Source: an optimization exercise on an open RTL-to-GDS flow (aim: small area, a short achievable clock period and few clock cycles per item). Production flows keep margins and buffers that such runs may drop. Where RTL was checked, it was by simulation tests only, not by an equivalence proof against the original. Power is estimated from default activity; no workload was simulated.

==> module cbd_sampler, before the edit <==
module cbd_sampler
(
	input  kyber_params_pkg::noise_word_t word_i,
	output noise_acc_ctrl_pkg::noise_enc_t samples_o
);
	for (genvar n = 0; n < kyber_params_pkg::LANES; n++) begin : g_lane
		logic [5:0] bits;
		assign bits = word_i[kyber_params_pkg::ETA_SEL_BIT]
			? {~word_i[6*n+3 +: 3], word_i[6*n +: 3]}
			: {1'b0, 1'b1, ~word_i[4*n+2 +: 2], word_i[4*n +: 2]};
		assign samples_o[n*noise_acc_ctrl_pkg::NOISE_SAMPLE_W +: noise_acc_ctrl_pkg::NOISE_SAMPLE_W] =
			3'(bits[0]) + 3'(bits[1]) + 3'(bits[2]) + 3'(bits[3]) + 3'(bits[4]) + 3'(bits[5]);
	end
endmodule
==> module mod_q_adder, before the edit <==
module mod_q_adder
(
	input  kyber_params_pkg::poly_word_t   a_i,
	input  noise_acc_ctrl_pkg::noise_enc_t b_i,
	output kyber_params_pkg::poly_word_t   sum_o
);
	function automatic kyber_params_pkg::coeff_t add_mod_q(input kyber_params_pkg::coeff_t a, input logic [2:0] b);
		logic [2:0]  lo;
		logic        inc;
		logic        dec;
		logic [9:0]  ones;   
		logic [9:0]  zeros;  
		logic [11:0] raw;
		logic        wrap_lo;
		logic        wrap_hi;
		lo  = {1'b0, a[1:0]} + {1'b0, b[1:0]} + 3'd1;
		inc = lo[2] && b[2];
		dec = !lo[2] && !b[2];
		for (int k = 0; k < 10; k++) begin
			ones[k]  = &(a[11:2] | ~((10'd1 << k) - 10'd1));
			zeros[k] = ~|(a[11:2] & ((10'd1 << k) - 10'd1));
		end
		raw[1:0] = lo[1:0];
		for (int i = 2; i < 12; i++)
			raw[i] = a[i] ^ ((inc && ones[i-2]) || (dec && zeros[i-2]));
		wrap_lo = dec && a[11:2] == 10'h000;                                                       
		wrap_hi = lo[1:0] != 2'b00 && ((a[11:2] == 10'h340 && !dec) || (a[11:2] == 10'h33F && inc));  
		if (wrap_lo)
			add_mod_q = {3'b110, lo[1:0] == 2'b11, {6{lo[1:0] != 2'b11}}, lo[1:0] + 2'd1};  
		else if (wrap_hi)
			add_mod_q = {10'd0, lo[1:0] - 2'd1};
		else
			add_mod_q = raw;
	endfunction
	for (genvar n = 0; n < kyber_params_pkg::LANES; n++) begin : g_lane
		assign sum_o[n*kyber_params_pkg::COEFF_W +: kyber_params_pkg::COEFF_W] = add_mod_q(
			a_i[n*kyber_params_pkg::COEFF_W +: kyber_params_pkg::COEFF_W],
			b_i[n*noise_acc_ctrl_pkg::NOISE_SAMPLE_W +: noise_acc_ctrl_pkg::NOISE_SAMPLE_W]);
	end
endmodule
clock: 6.0 ns
lec_check: 0
abc_area: 1
cap_margin: 20
core_margin: 2
core_utilization: 60
cts_buf_list: sky130_fd_sc_hd__clkbuf_8
cts_cluster_diameter: 60
cts_cluster_size: 20
setup_slack_margin: 3.3
slew_margin: 20
standard.sh (not shown) runs the stock make flow with config.mk's settings and CLKGATE_MAP_FILE= SYNTH_SCRIPT=/design/flow/synth_recipe.tcl, a recipe that flattens the netlist after the stock synthesis.
==> flow/flow/run.sh <==
#!/bin/bash
# Standard layout, with three changes:
# - synthesis maps logic with an area-oriented ABC script (flow/synth.tcl),
# - plain buffers (instead of the default delay-cell buffers) on the ports,
# - a clock tree without dummy balancing loads.
set -e
export FLOW_WORK=$PWD
export FLOW_ABC_SCRIPT=$PWD/flow/abc_area_map.script
export BUFFER_PORTS_ARGS="-buffer_cell sky130_fd_sc_hd__buf_1"
export CTS_ARGS="-sink_clustering_enable -repair_clock_nets -sink_clustering_size 20 -sink_clustering_max_diameter 60 -buf_list sky130_fd_sc_hd__clkbuf_8 -dont_use_dummy_load"
sed "s#SYNTH_SCRIPT=[^ ]*#SYNTH_SCRIPT=$PWD/flow/synth.tcl#" standard.sh > flow_standard.sh
bash flow_standard.sh > standard.log 2>&1
==> flow/flow/abc_area_map.script <==
strash
&get -n
&st
&synch2
&put
dch -f
amap
topo
stime -c
==> flow/flow/synth.tcl <==
# The standard flow's synthesis (synth_recipe.tcl in the work folder), with the ABC
# mapping script replaced by the area-oriented one in this folder.
proc abc {args} {
  set i [lsearch -exact $args -script]
  if {$i >= 0} { lset args [expr {$i + 1}] $::env(FLOW_ABC_SCRIPT) }
  yosys abc {*}$args
}
source $::env(FLOW_WORK)/synth_recipe.tcl
Next try:
--- a/flow/design.v
+++ b/flow/design.v
@@ -99,10 +99,13 @@
 );
 	for (genvar n = 0; n < kyber_params_pkg::LANES; n++) begin : g_lane
-		logic [5:0] bits;
-		assign bits = word_i[kyber_params_pkg::ETA_SEL_BIT]
-			? {~word_i[6*n+3 +: 3], word_i[6*n +: 3]}
-			: {1'b0, 1'b1, ~word_i[4*n+2 +: 2], word_i[4*n +: 2]};
-		assign samples_o[n*noise_acc_ctrl_pkg::NOISE_SAMPLE_W +: noise_acc_ctrl_pkg::NOISE_SAMPLE_W] =
-			3'(bits[0]) + 3'(bits[1]) + 3'(bits[2]) + 3'(bits[3]) + 3'(bits[4]) + 3'(bits[5]);
+		logic [1:0] pos_sum;
+		logic [1:0] neg_sum;
+		assign pos_sum = word_i[kyber_params_pkg::ETA_SEL_BIT]
+			? 2'(word_i[6*n]) + 2'(word_i[6*n+1]) + 2'(word_i[6*n+2])
+			: 2'(word_i[4*n]) + 2'(word_i[4*n+1]);
+		assign neg_sum = word_i[kyber_params_pkg::ETA_SEL_BIT]
+			? 2'(word_i[6*n+3]) + 2'(word_i[6*n+4]) + 2'(word_i[6*n+5])
+			: 2'(word_i[4*n+2]) + 2'(word_i[4*n+3]);
+		assign samples_o[n*noise_acc_ctrl_pkg::NOISE_SAMPLE_W +: noise_acc_ctrl_pkg::NOISE_SAMPLE_W] = {1'b0, pos_sum} - {1'b0, neg_sum};
 	end
 endmodule
@@ -141,5 +144,6 @@
 );
 	function automatic kyber_params_pkg::coeff_t add_mod_q(input kyber_params_pkg::coeff_t a, input logic [2:0] b);
-		logic [2:0]  lo;
+		logic [1:0]  lo;
+		logic        c2;
 		logic        inc;
 		logic        dec;
@@ -149,20 +153,23 @@
 		logic        wrap_lo;
 		logic        wrap_hi;
-		lo  = {1'b0, a[1:0]} + {1'b0, b[1:0]} + 3'd1;
-		inc = lo[2] && b[2];
-		dec = !lo[2] && !b[2];
+		lo[0] = a[0] ^ b[0];
+		lo[1] = a[1] ^ b[1] ^ (a[0] & b[0]);
+		c2    = (a[1] & b[1]) | ((a[1] ^ b[1]) & a[0] & b[0]);
+		inc   = !b[2] && c2;
+		dec   = b[2] && !c2;
 		for (int k = 0; k < 10; k++) begin
 			ones[k]  = &(a[11:2] | ~((10'd1 << k) - 10'd1));
 			zeros[k] = ~|(a[11:2] & ((10'd1 << k) - 10'd1));
 		end
-		raw[1:0] = lo[1:0];
+		raw[1:0] = lo;
 		for (int i = 2; i < 12; i++)
 			raw[i] = a[i] ^ ((inc && ones[i-2]) || (dec && zeros[i-2]));
-		wrap_lo = dec && a[11:2] == 10'h000;                                                       
-		wrap_hi = lo[1:0] != 2'b00 && ((a[11:2] == 10'h340 && !dec) || (a[11:2] == 10'h33F && inc));  
+		wrap_lo = dec && zeros[9] && !a[11];                               
+		wrap_hi = !b[2] && lo != 2'b00 && a[11:9] == 3'b110
+			&& ((a[8] && zeros[6]) || (!a[8] && ones[6] && c2));           
 		if (wrap_lo)
-			add_mod_q = {3'b110, lo[1:0] == 2'b11, {6{lo[1:0] != 2'b11}}, lo[1:0] + 2'd1};  
+			add_mod_q = {3'b110, lo == 2'b11, {6{lo != 2'b11}}, lo + 2'd1};  
 		else if (wrap_hi)
-			add_mod_q = {10'd0, lo[1:0] - 2'd1};
+			add_mod_q = {10'd0, lo - 2'd1};
 		else
 			add_mod_q = raw;
The new run passed the timing, design-rule and antenna checks.
Register-to-register slack improves by 0.20 ns.
Via count rose by 0.42%.
Wire length rose by 0.48%.
Worst setup slack improves by 0.072 ns.
Total power fell by 1.2%.
First-iteration DRC count rose by 24%.
Clock-buffer cell count fell by 1.
Design area fell by 3.4%.
Global-route usage rose by 0.15 points.
Worst hold slack improves by 0.0093 ns.
Die area stays flat.
Clock skew rose by 0.0041 ns.
Synthesized cell count fell by 0.53%.
Function was not checked in any run of this note: the RTL went through the layout flow alone.

* * *

run 1:
Another version of the RTL of kyber_noise_acc (not shown whole).
Size: about 830 flip-flops, about 22000 µm² of cells after synthesis.
==> module cbd_sampler, before the edit <==
module cbd_sampler
(
	input  kyber_params_pkg::noise_word_t word_i,
	output noise_acc_ctrl_pkg::noise_enc_t samples_o
);
	for (genvar n = 0; n < kyber_params_pkg::LANES; n++) begin : g_lane
		logic [1:0] pos_sum;
		logic [1:0] neg_sum;
		assign pos_sum = word_i[kyber_params_pkg::ETA_SEL_BIT]
			? 2'(word_i[6*n]) + 2'(word_i[6*n+1]) + 2'(word_i[6*n+2])
			: 2'(word_i[4*n]) + 2'(word_i[4*n+1]);
		assign neg_sum = word_i[kyber_params_pkg::ETA_SEL_BIT]
			? 2'(word_i[6*n+3]) + 2'(word_i[6*n+4]) + 2'(word_i[6*n+5])
			: 2'(word_i[4*n+2]) + 2'(word_i[4*n+3]);
		assign samples_o[n*noise_acc_ctrl_pkg::NOISE_SAMPLE_W +: noise_acc_ctrl_pkg::NOISE_SAMPLE_W] = {1'b0, pos_sum} - {1'b0, neg_sum};
	end
endmodule
==> module mod_q_adder, before the edit <==
module mod_q_adder
(
	input  kyber_params_pkg::poly_word_t   a_i,
	input  noise_acc_ctrl_pkg::noise_enc_t b_i,
	output kyber_params_pkg::poly_word_t   sum_o
);
	function automatic kyber_params_pkg::coeff_t add_mod_q(input kyber_params_pkg::coeff_t a, input logic [2:0] b);
		logic [1:0]  lo;
		logic        c2;
		logic        inc;
		logic        dec;
		logic [9:0]  ones;   
		logic [9:0]  zeros;  
		logic [11:0] raw;
		logic        wrap_lo;
		logic        wrap_hi;
		lo[0] = a[0] ^ b[0];
		lo[1] = a[1] ^ b[1] ^ (a[0] & b[0]);
		c2    = (a[1] & b[1]) | ((a[1] ^ b[1]) & a[0] & b[0]);
		inc   = !b[2] && c2;
		dec   = b[2] && !c2;
		for (int k = 0; k < 10; k++) begin
			ones[k]  = &(a[11:2] | ~((10'd1 << k) - 10'd1));
			zeros[k] = ~|(a[11:2] & ((10'd1 << k) - 10'd1));
		end
		raw[1:0] = lo;
		for (int i = 2; i < 12; i++)
			raw[i] = a[i] ^ ((inc && ones[i-2]) || (dec && zeros[i-2]));
		wrap_lo = dec && a[11:2] == 10'h000;                                                  
		wrap_hi = !b[2] && lo != 2'b00 && (a[11:2] == 10'h340 || (a[11:2] == 10'h33F && c2));  
		if (wrap_lo)
			add_mod_q = {3'b110, lo == 2'b11, {6{lo != 2'b11}}, lo + 2'd1};  
		else if (wrap_hi)
			add_mod_q = {10'd0, lo - 2'd1};
		else
			add_mod_q = raw;
	endfunction
	for (genvar n = 0; n < kyber_params_pkg::LANES; n++) begin : g_lane
		assign sum_o[n*kyber_params_pkg::COEFF_W +: kyber_params_pkg::COEFF_W] = add_mod_q(
			a_i[n*kyber_params_pkg::COEFF_W +: kyber_params_pkg::COEFF_W],
			b_i[n*noise_acc_ctrl_pkg::NOISE_SAMPLE_W +: noise_acc_ctrl_pkg::NOISE_SAMPLE_W]);
	end
endmodule
export LEC_CHECK = 0
export ABC_AREA = 1
export CAP_MARGIN = 20
export CORE_MARGIN = 2
export CORE_UTILIZATION = 60
export CTS_BUF_LIST = sky130_fd_sc_hd__clkbuf_8
export CTS_CLUSTER_DIAMETER = 60
export CTS_CLUSTER_SIZE = 20
export SETUP_SLACK_MARGIN = 3.4
export SLEW_MARGIN = 20
create_clock -name core_clock -period 6.0 [get_ports {clk}]
==> flow/flow/run.sh <==
#!/bin/bash
# Standard layout, with plain buffers (instead of the default delay-cell
# buffers) on the ports.
set -e
export BUFFER_PORTS_ARGS="-buffer_cell sky130_fd_sc_hd__buf_1"
bash standard.sh > standard.log 2>&1
Testbench counts of run 1, summed over its fixed seeds: cycles 16,640, transforms 128.
Here is what was changed in the inputs of run 2 compared with run 1.
-- flow/design.v --
<<< run 1, line 99
);
	for (genvar n = 0; n < kyber_params_pkg::LANES; n++) begin : g_lane
		logic [1:0] pos_sum;
		logic [1:0] neg_sum;
		assign pos_sum = word_i[kyber_params_pkg::ETA_SEL_BIT]
			? 2'(word_i[6*n]) + 2'(word_i[6*n+1]) + 2'(word_i[6*n+2])
			: 2'(word_i[4*n]) + 2'(word_i[4*n+1]);
		assign neg_sum = word_i[kyber_params_pkg::ETA_SEL_BIT]
			? 2'(word_i[6*n+3]) + 2'(word_i[6*n+4]) + 2'(word_i[6*n+5])
			: 2'(word_i[4*n+2]) + 2'(word_i[4*n+3]);
		assign samples_o[n*noise_acc_ctrl_pkg::NOISE_SAMPLE_W +: noise_acc_ctrl_pkg::NOISE_SAMPLE_W] = {1'b0, pos_sum} - {1'b0, neg_sum};
	end
endmodule
>>> run 2, line 99
);
	for (genvar n = 0; n < kyber_params_pkg::LANES; n++) begin : g_lane
		logic [5:0] bits;
		assign bits = word_i[kyber_params_pkg::ETA_SEL_BIT]
			? {~word_i[6*n+3 +: 3], word_i[6*n +: 3]}
			: {1'b0, 1'b1, ~word_i[4*n+2 +: 2], word_i[4*n +: 2]};
		assign samples_o[n*noise_acc_ctrl_pkg::NOISE_SAMPLE_W +: noise_acc_ctrl_pkg::NOISE_SAMPLE_W] =
			3'(bits[0]) + 3'(bits[1]) + 3'(bits[2]) + 3'(bits[3]) + 3'(bits[4]) + 3'(bits[5]);
	end
endmodule
<<< run 1, line 144
);
	function automatic kyber_params_pkg::coeff_t add_mod_q(input kyber_params_pkg::coeff_t a, input logic [2:0] b);
		logic [1:0]  lo;
		logic        c2;
		logic        inc;
		logic        dec;
>>> run 2, line 141
);
	function automatic kyber_params_pkg::coeff_t add_mod_q(input kyber_params_pkg::coeff_t a, input logic [2:0] b);
		logic [2:0]  lo;
		logic        inc;
		logic        dec;
<<< run 1, line 153
		logic        wrap_lo;
		logic        wrap_hi;
		lo[0] = a[0] ^ b[0];
		lo[1] = a[1] ^ b[1] ^ (a[0] & b[0]);
		c2    = (a[1] & b[1]) | ((a[1] ^ b[1]) & a[0] & b[0]);
		inc   = !b[2] && c2;
		dec   = b[2] && !c2;
		for (int k = 0; k < 10; k++) begin
			ones[k]  = &(a[11:2] | ~((10'd1 << k) - 10'd1));
			zeros[k] = ~|(a[11:2] & ((10'd1 << k) - 10'd1));
		end
		raw[1:0] = lo;
		for (int i = 2; i < 12; i++)
			raw[i] = a[i] ^ ((inc && ones[i-2]) || (dec && zeros[i-2]));
		wrap_lo = dec && a[11:2] == 10'h000;                                                  
		wrap_hi = !b[2] && lo != 2'b00 && (a[11:2] == 10'h340 || (a[11:2] == 10'h33F && c2));  
		if (wrap_lo)
			add_mod_q = {3'b110, lo == 2'b11, {6{lo != 2'b11}}, lo + 2'd1};  
		else if (wrap_hi)
			add_mod_q = {10'd0, lo - 2'd1};
		else
			add_mod_q = raw;
>>> run 2, line 149
		logic        wrap_lo;
		logic        wrap_hi;
		lo  = {1'b0, a[1:0]} + {1'b0, b[1:0]} + 3'd1;
		inc = lo[2] && b[2];
		dec = !lo[2] && !b[2];
		for (int k = 0; k < 10; k++) begin
			ones[k]  = &(a[11:2] | ~((10'd1 << k) - 10'd1));
			zeros[k] = ~|(a[11:2] & ((10'd1 << k) - 10'd1));
		end
		raw[1:0] = lo[1:0];
		for (int i = 2; i < 12; i++)
			raw[i] = a[i] ^ ((inc && ones[i-2]) || (dec && zeros[i-2]));
		wrap_lo = dec && a[11:2] == 10'h000;                                                       
		wrap_hi = lo[1:0] != 2'b00 && ((a[11:2] == 10'h340 && !dec) || (a[11:2] == 10'h33F && inc));  
		if (wrap_lo)
			add_mod_q = {3'b110, lo[1:0] == 2'b11, {6{lo[1:0] != 2'b11}}, lo[1:0] + 2'd1};  
		else if (wrap_hi)
			add_mod_q = {10'd0, lo[1:0] - 2'd1};
		else
			add_mod_q = raw;
### Flow results
Run 2 ends up with a detailed placer's ending HPWL that is about 2.6% lower than in run 1. Between run 1 and run 2, the worst hold slack does not differ in any meaningful way. Run 2 vs. run 1: final routed wirelength across all metal layers ~0 delta; final area ~0 delta; register fraction of the total cell area ~0 delta. The total net switching power reported for run 2 is greater than that of run 1 by 0.000034 W. Count of different cell masters after synthesis: run 2 > run 1. [compare] base=run 1 new=run 2: non-filler instance count after layout lost 58, netlist area before placement went down by 280 µm².
The RTL of run 2 was laid out without a check of its function.

-- port drivers added, routing unchanged --
Ports are ideal in the flow. The routed layouts listed here were re-timed in OpenROAD.
Step 1 assumes that a clkbuf_16 drives the clock port and a buf_2 every other input.
Step 2 times the ports against the registers' clock, not the clock port: input delays grow and output delays shrink by t, the midpoint of the rising clock arrivals with the driver on.
Slacks: no drivers / after step 1 / after step 2; pairs: no drivers / after step 1.
run | t (ns) | setup slack, ns | worst data-port slew with drivers (ns)
the first run of note 1 | 0.611 | 3.210 / 3.161 / 2.550 | 0.11
the second run of note 1 | 0.631 | 3.282 / 3.264 / 2.664 | 0.05
run 1 | 0.692 | 3.331 / 3.297 / 2.889 | 0.07
run 2 | 0.694 | 3.316 / 3.283 / 2.614 | 0.18
After both steps every run listed still meets setup and hold. For run 2, which loses most, drivers alone change the setup slack by -0.033 ns; drivers and shift together by -0.702 ns.
